Context: an optimization exercise on an open-source flow, tuned for small area. The choices shown serve that exercise and are no tape-out recipe. Function was checked by simulation only, so behaviour that the tests miss may differ from the original. Power and IR drop assume default switching activity.

==> job 7217: inputs <==
==> flow/design.v <==
module ocp_slave_mem_ctrl #(
  parameter int DATA_WIDTH = 32,
  parameter int ADDR_WIDTH = 5,
  parameter int MEM_DEPTH  = 24,
  parameter int RD_LATENCY = 2
) (
  input  logic                  clk,
  input  logic                  reset,
  input  logic                  enable,
  input  logic [2:0]            m_cmd,
  input  logic [ADDR_WIDTH-1:0] m_addr,
  input  logic [DATA_WIDTH-1:0] m_data,
  input  logic                  m_resp_accept,
  output logic                  s_cmd_accept,
  output logic [1:0]            s_resp,
  output logic [DATA_WIDTH-1:0] s_data,
  output logic                  busy,
  output logic [7:0]            err_count,
  input  logic                  parity_inject,
  output logic                  parity_err
);
  localparam logic [2:0] CMD_IDLE = 3'b000;
  localparam logic [2:0] CMD_WR   = 3'b001;
  localparam logic [2:0] CMD_RD   = 3'b010;
  localparam logic [2:0] S_IDLE  = 3'b000;
  localparam logic [2:0] S_A_RD  = 3'b001;
  localparam logic [2:0] S_A_WR  = 3'b010;
  localparam logic [2:0] S_A_ERR = 3'b011;
  localparam logic [2:0] S_EXEC  = 3'b100;
  localparam logic [2:0] S_R_RD  = 3'b101;
  localparam logic [2:0] S_R_WR  = 3'b110;
  localparam logic [2:0] S_R_ERR = 3'b111;
  logic [2:0]            state_reg, state_next;
  logic [ADDR_WIDTH-1:0] addr_reg;
  logic [7:0]            err_cnt_reg;
  logic                  perr_reg;
  logic [MEM_DEPTH-1:0][DATA_WIDTH-1:0] mem;
  logic [MEM_DEPTH-1:0]  bad_mem;
  logic [MEM_DEPTH-1:0]  valid_reg;
  logic                  cap, cmd_err, wr_ok;
  logic [MEM_DEPTH-1:0]  wr_hit, rd_hit;
  logic                  rd_bad, show_data, inc_err;
  logic [DATA_WIDTH-1:0] rd_word;
  assign cap     = enable && (state_reg == S_IDLE) && (m_cmd != CMD_IDLE);
  assign cmd_err = ({1'b0, m_addr} >= (ADDR_WIDTH+1)'(MEM_DEPTH)) ||
                   ((m_cmd != CMD_WR) && (m_cmd != CMD_RD));
  assign wr_ok   = cap && (m_cmd == CMD_WR) && !cmd_err;
  genvar gi;
  generate
    for (gi = 0; gi < MEM_DEPTH; gi++) begin : g_word
      assign wr_hit[gi] = wr_ok && (m_addr == ADDR_WIDTH'(gi));
      assign rd_hit[gi] = valid_reg[gi] && (addr_reg == ADDR_WIDTH'(gi));
      ocp_mem_word #(.W(DATA_WIDTH+1)) u_word (
        .clk  (clk),
        .keep (!wr_hit[gi]),
        .load (wr_hit[gi]),
        .d    ({parity_inject, m_data}),
        .q    ({bad_mem[gi], mem[gi]})
      );
      always_ff @(posedge clk or posedge reset) begin
        if (reset)           valid_reg[gi] <= 1'b0;
        else if (wr_hit[gi]) valid_reg[gi] <= 1'b1;
      end
    end
  endgenerate
  localparam int NGRP = (MEM_DEPTH + 2) / 3;
  logic [NGRP-1:0][DATA_WIDTH:0]   grp_n;
  logic [3*NGRP-1:0]               sel_pad;
  logic [3*NGRP-1:0][DATA_WIDTH:0] dat_pad;
  logic [DATA_WIDTH:0]             all_n;
  assign sel_pad = (3*NGRP)'(rd_hit);
  generate
    for (gi = 0; gi < 3*NGRP; gi++) begin : g_pad
      if (gi < MEM_DEPTH) begin : g_w
        assign dat_pad[gi] = {bad_mem[gi], mem[gi]};
      end else begin : g_z
        assign dat_pad[gi] = '0;
      end
    end
    for (gi = 0; gi < NGRP; gi++) begin : g_rd
      ocp_rd_grp3 #(.W(DATA_WIDTH+1)) u_grp (
        .sel (sel_pad[3*gi +: 3]),
        .d0  (dat_pad[3*gi]),
        .d1  (dat_pad[3*gi+1]),
        .d2  (dat_pad[3*gi+2]),
        .y_n (grp_n[gi])
      );
    end
  endgenerate
  always_comb begin
    all_n = '1;
    for (int g = 0; g < NGRP; g++) all_n = all_n & grp_n[g];
  end
  assign rd_bad  = !all_n[DATA_WIDTH];
  assign rd_word = ~all_n[DATA_WIDTH-1:0] & {DATA_WIDTH{show_data}};
  assign show_data    = (state_reg == S_R_RD);
  assign busy         = (state_reg != S_IDLE);
  assign s_cmd_accept = !state_reg[2] && (state_reg[1:0] != 2'b00);
  assign s_resp[0]    = state_reg[2] && (state_reg[1:0] != 2'b00);
  assign s_resp[1]    = (state_reg == S_R_ERR) || (show_data && rd_bad);
  assign s_data       = rd_word;
  assign err_count    = err_cnt_reg;
  assign parity_err   = perr_reg;
  always_comb begin
    state_next = state_reg;
    case (state_reg)
      S_IDLE:  if (m_cmd != CMD_IDLE)
                 state_next = cmd_err ? S_A_ERR : (m_cmd == CMD_WR) ? S_A_WR : S_A_RD;
      S_A_RD:  state_next = S_EXEC;
      S_A_WR:  state_next = S_R_WR;
      S_A_ERR: state_next = S_R_ERR;
      S_EXEC:  state_next = S_R_RD;
      default: if (m_resp_accept) state_next = S_IDLE;
    endcase
  end
  always_ff @(posedge clk) begin
    if (enable && (state_reg == S_IDLE)) addr_reg <= m_addr;
  end
  assign inc_err = ((state_reg == S_A_ERR) || ((state_reg == S_EXEC) && rd_bad)) &&
                   (err_cnt_reg != 8'hFF);
  always_ff @(posedge clk or posedge reset) begin
    if (reset) begin
      state_reg   <= S_IDLE;
      err_cnt_reg <= '0;
      perr_reg    <= 1'b0;
    end else if (enable) begin
      state_reg <= state_next;
      if (inc_err) err_cnt_reg <= err_cnt_reg + 8'd1;
      if ((state_reg == S_EXEC) && rd_bad) perr_reg <= 1'b1;
    end
  end
endmodule
module ocp_mem_word #(
  parameter int W = 33
) (
  input  logic         clk,
  input  logic         keep,
  input  logic         load,
  input  logic [W-1:0] d,
  output logic [W-1:0] q
);
  always_ff @(posedge clk) begin
    q <= (q & {W{keep}}) | (d & {W{load}});
  end
endmodule
module ocp_rd_grp3 #(
  parameter int W = 33
) (
  input  logic [2:0]   sel,
  input  logic [W-1:0] d0,
  input  logic [W-1:0] d1,
  input  logic [W-1:0] d2,
  output logic [W-1:0] y_n
);
  assign y_n = ~((d0 & {W{sel[0]}}) | (d1 & {W{sel[1]}}) | (d2 & {W{sel[2]}}));
endmodule
==> flow/flow/run.sh <==
#!/bin/bash
# Own layout flow: the standard ORFS flow (standard.sh, unchanged synthesis,
# floorplan, power grid and taps), with two layout settings changed:
#  - clock tree: clkbuf_8 sink buffers on small clusters and no dummy loads;
#  - port buffers: buffer_ports with the smallest buffer (repair_design still
#    resizes or adds buffers where slew or capacitance needs it).
# The full make output goes to standard.log in the work folder; ORFS's own
# per-step logs stay under orfs/logs/.
set -euo pipefail
cd "$(dirname "$0")/.."
bash standard.sh finish \
  "CTS_ARGS=-sink_clustering_enable -repair_clock_nets -buf_list sky130_fd_sc_hd__clkbuf_8 -sink_clustering_size 18 -sink_clustering_max_diameter 50 -dont_use_dummy_load" \
  "BUFFER_PORTS_ARGS=-buffer_cell sky130_fd_sc_hd__buf_1" \
  > standard.log 2>&1
==> flow/standard.sh <==
#!/bin/bash
# synth_recipe.tcl (not shown) runs the flow's synth.tcl, then flattens the netlist and writes it again
# the make line also repeats each setting of config.mk as NAME=value (left out here)
make -C /OpenROAD-flow-scripts/flow DESIGN_CONFIG=/design/flow/config.mk WORK_HOME=/design/flow/orfs CLKGATE_MAP_FILE= SYNTH_SCRIPT=/design/flow/synth_recipe.tcl "${@:-finish}"
==> flow/config.mk <==
export PLATFORM = sky130hd
export DESIGN_NAME = ocp_slave_mem_ctrl
export DESIGN_NICKNAME = ocp_slave_mem_ctrl
export VERILOG_FILES = /design/flow/design.v
export SDC_FILE = /design/flow/constraint.sdc
export NUM_CORES = 4
export LEC_CHECK = 0
export CAP_MARGIN = 5
export CORE_MARGIN = 2
export CORE_UTILIZATION = 65
export CTS_BUF_LIST = sky130_fd_sc_hd__clkbuf_8
export CTS_CLUSTER_DIAMETER = 50
export CTS_CLUSTER_SIZE = 18
export SLEW_MARGIN = 5
export SYNTH_HIERARCHICAL = 1
export SYNTH_MINIMUM_KEEP_SIZE = 0
==> flow/constraint.sdc <==
create_clock -name core_clock -period 6.5 [get_ports {clk}]
set_input_delay 1.3000 -clock core_clock [delete_from_list [all_inputs] [get_ports {clk}]]
set_output_delay 1.3000 -clock core_clock [all_outputs]
set_load 0.01 [all_outputs]
==> inputs of job 9223, as changes to job 7217 <==
- CORE_UTILIZATION: 65 -> 72
==> inputs of job 4198, as changes to job 7217 <==
--- a/flow/design.v
+++ b/flow/design.v
@@ -39,5 +39,5 @@
   logic [MEM_DEPTH-1:0]  valid_reg;
   logic                  cap, cmd_err, wr_ok;
-  logic [MEM_DEPTH-1:0]  wr_hit, rd_hit;
+  logic [MEM_DEPTH-1:0]  wr_hit, rd_hit, rd_sel;
   logic                  rd_bad, show_data, inc_err;
   logic [DATA_WIDTH-1:0] rd_word;
@@ -51,4 +51,5 @@
       assign wr_hit[gi] = wr_ok && (m_addr == ADDR_WIDTH'(gi));
       assign rd_hit[gi] = valid_reg[gi] && (addr_reg == ADDR_WIDTH'(gi));
+      assign rd_sel[gi] = rd_hit[gi] && show_data;
       ocp_mem_word #(.W(DATA_WIDTH+1)) u_word (
         .clk  (clk),
@@ -64,34 +65,12 @@
     end
   endgenerate
-  localparam int NGRP = (MEM_DEPTH + 2) / 3;
-  logic [NGRP-1:0][DATA_WIDTH:0]   grp_n;
-  logic [3*NGRP-1:0]               sel_pad;
-  logic [3*NGRP-1:0][DATA_WIDTH:0] dat_pad;
-  logic [DATA_WIDTH:0]             all_n;
-  assign sel_pad = (3*NGRP)'(rd_hit);
-  generate
-    for (gi = 0; gi < 3*NGRP; gi++) begin : g_pad
-      if (gi < MEM_DEPTH) begin : g_w
-        assign dat_pad[gi] = {bad_mem[gi], mem[gi]};
-      end else begin : g_z
-        assign dat_pad[gi] = '0;
-      end
+  always_comb begin
+    rd_bad  = 1'b0;
+    rd_word = '0;
+    for (int i = 0; i < MEM_DEPTH; i++) begin
+      rd_bad  = rd_bad  | (rd_hit[i] & bad_mem[i]);
+      rd_word = rd_word | ({DATA_WIDTH{rd_sel[i]}} & mem[i]);
     end
-    for (gi = 0; gi < NGRP; gi++) begin : g_rd
-      ocp_rd_grp3 #(.W(DATA_WIDTH+1)) u_grp (
-        .sel (sel_pad[3*gi +: 3]),
-        .d0  (dat_pad[3*gi]),
-        .d1  (dat_pad[3*gi+1]),
-        .d2  (dat_pad[3*gi+2]),
-        .y_n (grp_n[gi])
-      );
-    end
-  endgenerate
-  always_comb begin
-    all_n = '1;
-    for (int g = 0; g < NGRP; g++) all_n = all_n & grp_n[g];
   end
-  assign rd_bad  = !all_n[DATA_WIDTH];
-  assign rd_word = ~all_n[DATA_WIDTH-1:0] & {DATA_WIDTH{show_data}};
   assign show_data    = (state_reg == S_R_RD);
   assign busy         = (state_reg != S_IDLE);
@@ -144,13 +123,2 @@
   end
 endmodule
-module ocp_rd_grp3 #(
-  parameter int W = 33
-) (
-  input  logic [2:0]   sel,
-  input  logic [W-1:0] d0,
-  input  logic [W-1:0] d1,
-  input  logic [W-1:0] d2,
-  output logic [W-1:0] y_n
-);
-  assign y_n = ~((d0 & {W{sel[0]}}) | (d1 & {W{sel[1]}}) | (d2 & {W{sel[2]}}));
-endmodule
- CAP_MARGIN: 5 -> 0
- SLEW_MARGIN: 5 -> 0
==> comparison <==
Job 7217 completed without violations. Job 9223 completed with no timing, DRC or antenna violations. Job 4198 completed, yet does not pass: capacitance limit. Flip-flop and latch count is the same in job 7217 and job 9223. In sequential power, job 9223 and job 7217 hardly differ. The lowest global-route usage belongs to job 7217, the highest to job 4198. Count of clock-buffer cells in the layout: job 7217 is higher than job 4198 (6). The lowest final area belongs to job 9223, the highest to job 4198. The highest hold slack belongs to job 4198, the lowest to job 7217. Die area: job 9223 < job 7217 < job 4198.

---

==> zinc <==
Starts from the design.v that is shown in full above.
clock: 6.5 ns
lec_check: 0
cap_margin: 5
core_margin: 2
core_utilization: 75
cts_buf_list: sky130_fd_sc_hd__clkbuf_8
cts_cluster_diameter: 50
cts_cluster_size: 18
slew_margin: 5
synth_hierarchical: 1
synth_minimum_keep_size: 0
standard.sh (not shown) runs the stock make flow with config.mk's settings and CLKGATE_MAP_FILE= SYNTH_SCRIPT=/design/flow/synth_recipe.tcl, a recipe that flattens the netlist after the stock synthesis.
==> flow/flow/run.sh <==
#!/bin/bash
# Own layout flow: the standard ORFS flow (standard.sh, unchanged synthesis,
# floorplan, power grid and taps), with two layout settings changed:
#  - clock tree: clkbuf_8 sink buffers on small clusters and no dummy loads;
#  - port buffers: buffer_ports with the smallest buffer (repair_design still
#    resizes or adds buffers where slew or capacitance needs it).
# The full make output goes to standard.log in the work folder; ORFS's own
# per-step logs stay under orfs/logs/.
set -euo pipefail
cd "$(dirname "$0")/.."
bash standard.sh finish \
  "CTS_ARGS=-sink_clustering_enable -repair_clock_nets -buf_list sky130_fd_sc_hd__clkbuf_8 -sink_clustering_size 18 -sink_clustering_max_diameter 50 -dont_use_dummy_load" \
  "BUFFER_PORTS_ARGS=-buffer_cell sky130_fd_sc_hd__buf_1" \
  > standard.log 2>&1
==> fjord (differences from zinc) <==
==> flow/design.v, changed modules only <==
module ocp_slave_mem_ctrl #(
  parameter int DATA_WIDTH = 32,
  parameter int ADDR_WIDTH = 5,
  parameter int MEM_DEPTH  = 24,
  parameter int RD_LATENCY = 2
) (
  input  logic                  clk,
  input  logic                  reset,
  input  logic                  enable,
  input  logic [2:0]            m_cmd,
  input  logic [ADDR_WIDTH-1:0] m_addr,
  input  logic [DATA_WIDTH-1:0] m_data,
  input  logic                  m_resp_accept,
  output logic                  s_cmd_accept,
  output logic [1:0]            s_resp,
  output logic [DATA_WIDTH-1:0] s_data,
  output logic                  busy,
  output logic [7:0]            err_count,
  input  logic                  parity_inject,
  output logic                  parity_err
);
  localparam logic [2:0] CMD_IDLE = 3'b000;
  localparam logic [2:0] CMD_WR   = 3'b001;
  localparam logic [2:0] CMD_RD   = 3'b010;
  localparam logic [2:0] S_IDLE  = 3'b000;
  localparam logic [2:0] S_A_RD  = 3'b001;
  localparam logic [2:0] S_A_WR  = 3'b010;
  localparam logic [2:0] S_A_ERR = 3'b011;
  localparam logic [2:0] S_EXEC  = 3'b100;
  localparam logic [2:0] S_R_RD  = 3'b101;
  localparam logic [2:0] S_R_WR  = 3'b110;
  localparam logic [2:0] S_R_ERR = 3'b111;
  logic [2:0]            state_reg, state_next;
  logic [ADDR_WIDTH-1:0] addr_reg;
  logic [7:0]            err_cnt_reg;
  logic                  perr_reg;
  logic [DATA_WIDTH-1:0] mem     [MEM_DEPTH];
  logic                  bad_mem [MEM_DEPTH];
  logic [MEM_DEPTH-1:0]  valid_reg;
  logic                  cap, cmd_err, wr_ok;
  logic [MEM_DEPTH-1:0]  wr_hit, rd_hit, rd_sel;
  logic                  rd_bad, show_data, inc_err;
  logic [DATA_WIDTH-1:0] rd_word;
  assign cap     = enable && (state_reg == S_IDLE) && (m_cmd != CMD_IDLE);
  assign cmd_err = ({1'b0, m_addr} >= (ADDR_WIDTH+1)'(MEM_DEPTH)) ||
                   ((m_cmd != CMD_WR) && (m_cmd != CMD_RD));
  assign wr_ok   = cap && (m_cmd == CMD_WR) && !cmd_err;
  genvar gi;
  generate
    for (gi = 0; gi < MEM_DEPTH; gi++) begin : g_word
      assign wr_hit[gi] = wr_ok && (m_addr == ADDR_WIDTH'(gi));
      assign rd_hit[gi] = valid_reg[gi] && (addr_reg == ADDR_WIDTH'(gi));
      assign rd_sel[gi] = rd_hit[gi] && show_data;
      always_ff @(posedge clk) begin
        if (wr_hit[gi]) begin
          mem[gi]     <= m_data;
          bad_mem[gi] <= parity_inject;
        end
      end
      always_ff @(posedge clk or posedge reset) begin
        if (reset)           valid_reg[gi] <= 1'b0;
        else if (wr_hit[gi]) valid_reg[gi] <= 1'b1;
      end
    end
  endgenerate
  always_comb begin
    rd_bad  = 1'b0;
    rd_word = '0;
    for (int i = 0; i < MEM_DEPTH; i++) begin
      rd_bad  = rd_bad  | (rd_hit[i] & bad_mem[i]);
      rd_word = rd_word | ({DATA_WIDTH{rd_sel[i]}} & mem[i]);
    end
  end
  assign show_data    = (state_reg == S_R_RD);
  assign busy         = (state_reg != S_IDLE);
  assign s_cmd_accept = !state_reg[2] && (state_reg[1:0] != 2'b00);
  assign s_resp[0]    = state_reg[2] && (state_reg[1:0] != 2'b00);
  assign s_resp[1]    = (state_reg == S_R_ERR) || (show_data && rd_bad);
  assign s_data       = rd_word;
  assign err_count    = err_cnt_reg;
  assign parity_err   = perr_reg;
  always_comb begin
    state_next = state_reg;
    case (state_reg)
      S_IDLE:  if (m_cmd != CMD_IDLE)
                 state_next = cmd_err ? S_A_ERR : (m_cmd == CMD_WR) ? S_A_WR : S_A_RD;
      S_A_RD:  state_next = S_EXEC;
      S_A_WR:  state_next = S_R_WR;
      S_A_ERR: state_next = S_R_ERR;
      S_EXEC:  state_next = S_R_RD;
      default: if (m_resp_accept) state_next = S_IDLE;
    endcase
  end
  always_ff @(posedge clk) begin
    if (enable && (state_reg == S_IDLE)) addr_reg <= m_addr;
  end
  assign inc_err = ((state_reg == S_A_ERR) || ((state_reg == S_EXEC) && rd_bad)) &&
                   (err_cnt_reg != 8'hFF);
  always_ff @(posedge clk or posedge reset) begin
    if (reset) begin
      state_reg   <= S_IDLE;
      err_cnt_reg <= '0;
      perr_reg    <= 1'b0;
    end else if (enable) begin
      state_reg <= state_next;
      if (inc_err) err_cnt_reg <= err_cnt_reg + 8'd1;
      if ((state_reg == S_EXEC) && rd_bad) perr_reg <= 1'b1;
    end
  end
endmodule
// module ocp_mem_word removed
// module ocp_rd_grp3 removed
==> flow/run.sh (new file) <==
#!/bin/bash
# synth_recipe.tcl (not shown) runs the flow's synth.tcl, then flattens the netlist and writes it again
# the make line also repeats each setting of config.mk as NAME=value (left out here)
make -C /OpenROAD-flow-scripts/flow DESIGN_CONFIG=/design/flow/config.mk WORK_HOME=/design/flow/orfs CLKGATE_MAP_FILE= SYNTH_SCRIPT=/design/flow/synth_recipe.tcl finish
- CAP_MARGIN: 5 -> 0
- CORE_UTILIZATION: 75 -> 65
- CTS_BUF_LIST: sky130_fd_sc_hd__clkbuf_8 -> sky130_fd_sc_hd__clkbuf_4
- CTS_CLUSTER_DIAMETER: 50 -> unset
- CTS_CLUSTER_SIZE: 18 -> 20
- SLEW_MARGIN: 5 -> 0
- SYNTH_HIERARCHICAL: 1 -> unset
- SYNTH_MINIMUM_KEEP_SIZE: 0 -> unset
removed: flow/flow/run.sh
removed: flow/standard.sh
==> xenon (differences from zinc) <==
- CORE_UTILIZATION: 75 -> 70
==> qor summary <==
| metric | xenon | zinc | fjord |
|---|---|---|---|
| Synthesized area divided by synthesized cell count | 12.5 µm² | 12.5 µm² | 18.1 µm² |
| Worst-path cell with the longest stage delay | and3_1 | and3_1 | and3_2 |
| Sequential cell area | 16900 µm² | 16900 µm² | 24800 µm² |
| Worst Tran Pin Value | 1.38 ns | 1.42 ns | 1.25 ns |
| Post-DP HPWL | 54600 µm | 53700 µm | 51100 µm |
| Overall Power | 8.06 mW | 8.07 mW | 10.4 mW |
| Wire length of the first global-routing pass | 144000 µm | 139000 µm | 131000 µm |
| Outcome | timing/DRC/antenna clean | timing/DRC/antenna clean | timing/DRC/antenna clean |
| Effective utilization at floorplan | 71.0% | 76.5% | 65.7% |
| Number of antenna cells inserted | 0 | 1 | 3 |
| Fraction of layout cells with a size suffix above 1 | 6.96% | 6.88% | 21.9% |
| Clock share of power | 28.9% | 29.0% | 38.8% |
| Worst vdd ir | 0.200 mV | 0.225 mV | 0.209 mV |
| Sum of buffers and inverters on the critical path | 3 | 3 | 2 |
| Worst R2R End | err_cnt_reg[1]$_DFFE_PP0P_ | err_cnt_reg[1]$_DFFE_PP0P_ | mem[6][1]$_DFFE_PP_ |
| Launch point of the critical path | addr_reg[2]$_DFFE_PN_ | addr_reg[2]$_DFFE_PN_ | addr_reg[0]$_DFFE_PP_ |
| Fraction of post-synthesis cell area in the top cell type by area | 50.5% | 50.5% | 78.2% |
| Mux cell area share after synthesis | 0.0837% | 0.0837% | 0.0491% |
| Met1 track utilization from global routing | 53.4% | 54.5% | 52.6% |
| Number of gates resized after cts | 0 | 0 | 1 |
| Critical Path End | s_data[6] | s_data[16] | s_data[23] |
| TritonCTS Buffers | 56 | 57 | 195 |
| Final design instance area without fill | 30900 µm² | 30700 µm² | 35100 µm² |
| Highest achievable clock rate | 185 MHz | 188 MHz | 158 MHz |
| Total power divided by cell area | 261 nW/µm² | 263 nW/µm² | 297 nW/µm² |
| Net count of the finished layout | 2489 | 2475 | 1992 |
| Area share of buffers outside the clock network | 3.18% | 2.89% | 4.26% |

==> separate check: timing with driven ports <==
How much do the figures lean on ideal ports? The routed layouts below were timed once more, with nothing changed but the port constraints. Step 1 assumes that a clkbuf_16 drives the clock port and a buf_2 every other input. Step 2 adds t to the input delays and takes it off the output delays; t is the mean of the earliest and latest rising clock arrival at the registers after step 1. Input paths then give back, and output paths get back, about the clock's delay inside the block. a / b / c = no drivers / after step 1 / after step 2; a / b = the first two.
run	t, ns	slack for setup (ns)	worst setup path at the end	cell pins on the clock port's net
job 7217	0.705	1.294 / 1.238 / 1.665	input to register	1
job 9223	0.752	1.071 / 1.011 / 1.763	register to output	1
job 4198	0.764	0.283 / 0.224 / 0.989	register to output	1
zinc	0.739	1.181 / 1.125 / 1.751	input to register	1
fjord	1.075	0.154 / 0.101 / 1.176	register to output	1
xenon	0.740	1.086 / 1.031 / 1.772	register to output	1
